This design comes from an exercise in tuning for small area and a short achievable clock period on the open sky130 flow, not from production work.
The RTL was checked by simulation tests, not by an equivalence proof against the original design.

## 07-13
==> flow/design.v (excerpt) <==
module wb_sharedbus
(
   input  logic        clk,
   input  logic        rst_n,
   input  logic        m0_cyc,
   input  logic        m0_stb,
   input  logic        m0_we,
   input  logic [31:0] m0_adr,
   input  logic [3:0]  m0_sel,
   input  logic [31:0] m0_dat_w,
   output logic        m0_ack,
   output logic        m0_err,
   output logic        m0_stall,
   output logic [31:0] m0_dat_r,
   input  logic        m1_cyc,
   input  logic        m1_stb,
   input  logic        m1_we,
   input  logic [31:0] m1_adr,
   input  logic [3:0]  m1_sel,
   input  logic [31:0] m1_dat_w,
   output logic        m1_ack,
   output logic        m1_err,
   output logic        m1_stall,
   output logic [31:0] m1_dat_r
);
Size: roughly 240000 um^2 of cells after synthesis.
clock: 6.0 ns
lec_check: 0
cap_margin: 10
cell_pad_in_sites_detail_placement: 1
cell_pad_in_sites_global_placement: 2
core_margin: 2
core_utilization: 62
place_density: 0.7
slew_margin: 10
synth_memory_max_bits: 8192
standard.sh (not shown) runs the stock make flow with config.mk's settings and CLKGATE_MAP_FILE= SYNTH_SCRIPT=/design/flow/synth_recipe.tcl, a recipe that flattens the netlist after the stock synthesis.
==> flow/flow/run.sh <==
#!/bin/bash
# The standard layout (standard.sh), with changes to how it is made only:
#  - the port buffers are plain buf_4 cells instead of the slow clock-delay buffers that
#    buffer_ports picks by default (every port still gets its buffer);
#  - the resizer may swap a cell for a faster one outside its footprint family;
#  - the clock tree is built from clkbuf_8 cells without dummy loads;
#  - repair_timing aims for slack to spare only from clock tree synthesis on, where it sees
#    placed wires, instead of also sizing up cells before placement.
# Each step's full output goes to a log file of its own here; ORFS's own logs are under orfs/logs.
set -euo pipefail
COMMON=(MATCH_CELL_FOOTPRINT=0 "BUFFER_PORTS_ARGS=-buffer_cell sky130_fd_sc_hd__buf_4"
   "CTS_ARGS=-sink_clustering_enable -repair_clock_nets -dont_use_dummy_load -buf_list sky130_fd_sc_hd__clkbuf_8 -sink_clustering_size 16 -sink_clustering_max_diameter 80")
bash standard.sh "${COMMON[@]}" SETUP_SLACK_MARGIN=0 synth > log_synth.txt 2>&1
bash standard.sh "${COMMON[@]}" SETUP_SLACK_MARGIN=0 place > log_place.txt 2>&1
bash standard.sh "${COMMON[@]}" SETUP_SLACK_MARGIN=2.4 TNS_END_PERCENT=5 finish > log_finish.txt 2>&1
07-13 | status: complete | timing, DRC, antenna: pass
Edits applied to the flow inputs when going from 07-13 to 09-08:
Settings: a change of CORE_UTILIZATION from 62 to 55; a change of PLACE_DENSITY from 0.7 to 0.65.
## What came out
- On hold slack, 07-13 beats 09-08.
- In 09-08, number of cells on the critical path is higher than in 07-13.
- The flow did not stop early for 09-08: all stages ran, and the layout cleared the timing, design-rule and antenna checks.
- ~same proportion of cell area occupied by multi-input gates in 09-08 and 07-13
- Clock-cell share of area: 09-08 vs 07-13 — no meaningful difference
- The maximum number of pins on one net before global-route repair in 09-08 sits 4.2% below the value recorded for 07-13.
- Compared with 07-13, 09-08 shows a higher highest net fanout along the worst path.

* * *

wb_sharedbus, a different RTL version from the one above (not shown whole).
For scale: ~13000 cells after synthesis, about 210 I/O pins, roughly 0.24 mm2 of cells after synthesis.
clock: 6.0 ns
lec_check: 0
cap_margin: 10
cell_pad_in_sites_detail_placement: 1
cell_pad_in_sites_global_placement: 2
core_margin: 2
core_utilization: 55
place_density: 0.65
slew_margin: 10
synth_memory_max_bits: 8192
==> flow/flow/run.sh <==
#!/bin/bash
# The standard layout (standard.sh), with changes to how it is made only:
#  - the port buffers are plain buf_4 cells instead of the slow clock-delay buffers that
#    buffer_ports picks by default (every port still gets its buffer);
#  - the resizer may swap a cell for a faster one outside its footprint family;
#  - the clock tree is built from clkbuf_8 cells without dummy loads;
#  - repair_timing aims for slack to spare only from clock tree synthesis on, where it sees
#    placed wires, instead of also sizing up cells before placement.
# Each step's full output goes to a log file of its own here; ORFS's own logs are under orfs/logs.
set -euo pipefail
COMMON=(MATCH_CELL_FOOTPRINT=0 "BUFFER_PORTS_ARGS=-buffer_cell sky130_fd_sc_hd__buf_4"
   "CTS_ARGS=-sink_clustering_enable -repair_clock_nets -dont_use_dummy_load -buf_list sky130_fd_sc_hd__clkbuf_8 -sink_clustering_size 16 -sink_clustering_max_diameter 80")
bash standard.sh "${COMMON[@]}" SETUP_SLACK_MARGIN=0 synth > log_synth.txt 2>&1
bash standard.sh "${COMMON[@]}" SETUP_SLACK_MARGIN=0 place > log_place.txt 2>&1
bash standard.sh "${COMMON[@]}" SETUP_SLACK_MARGIN=2.1 TNS_END_PERCENT=5 finish > log_finish.txt 2>&1
The first run passed the timing, design-rule and antenna checks.
==> next run, changes <==
--- a/flow/flow/run.sh
+++ b/flow/flow/run.sh
@@ -14,2 +14,2 @@
 bash standard.sh "${COMMON[@]}" SETUP_SLACK_MARGIN=0 place > log_place.txt 2>&1
-bash standard.sh "${COMMON[@]}" SETUP_SLACK_MARGIN=2.1 TNS_END_PERCENT=5 finish > log_finish.txt 2>&1
+bash standard.sh "${COMMON[@]}" SETUP_SLACK_MARGIN=2.8 TNS_END_PERCENT=5 finish > log_finish.txt 2>&1
What happened: The changed run finished clean. Utilization grows by 3.6 points. Final area rises by a few percent. Setup slack gains 0.21 ns. Wire length rises by a little under a tenth. Global-route usage increases by 2.2 points. Sequential share of layout area came out lower by 3.8 points. Final cell count is higher by a few percent. Die area does not change. First-iteration DRC count rises by about a fifth. Worst hold slack gains 0.031 ns.

port drivers added, routing unchanged:
Ports are ideal in the flow. The routed layouts listed here were re-timed in OpenROAD. Step 1, drivers: a clkbuf_16 drives clk and a buf_2 each remaining input, both assumed. Step 2 moves the port delays by t, midway between the first and last clock arrival at a register: inputs arrive t later, outputs are due t later. That takes back most of the time a late clock gives input paths. Slacks: ideal / step 1 / step 2; pairs: ideal / step 1.
| run | shift t [ns] | setup WS [ns] | worst register clock-pin slew, ns |
|---|---|---|---|
| 07-13 | 1.351 | 1.773 / 1.646 / 0.864 | 0.12 / 0.12 |
| 09-08 | 1.344 | 1.743 / 1.664 / 0.870 | 0.12 / 0.12 |
| the first run of note 2 | 1.339 | 1.701 / 1.701 / 0.772 | 0.12 / 0.12 |
| the second run of note 2 | 1.346 | 1.910 / 1.910 / 0.967 | 0.12 / 0.12 |
After both steps every run listed still meets setup and hold. For the second run of note 2, which loses most, drivers alone change the setup slack by 0.000 ns; drivers and shift together by -0.943 ns.
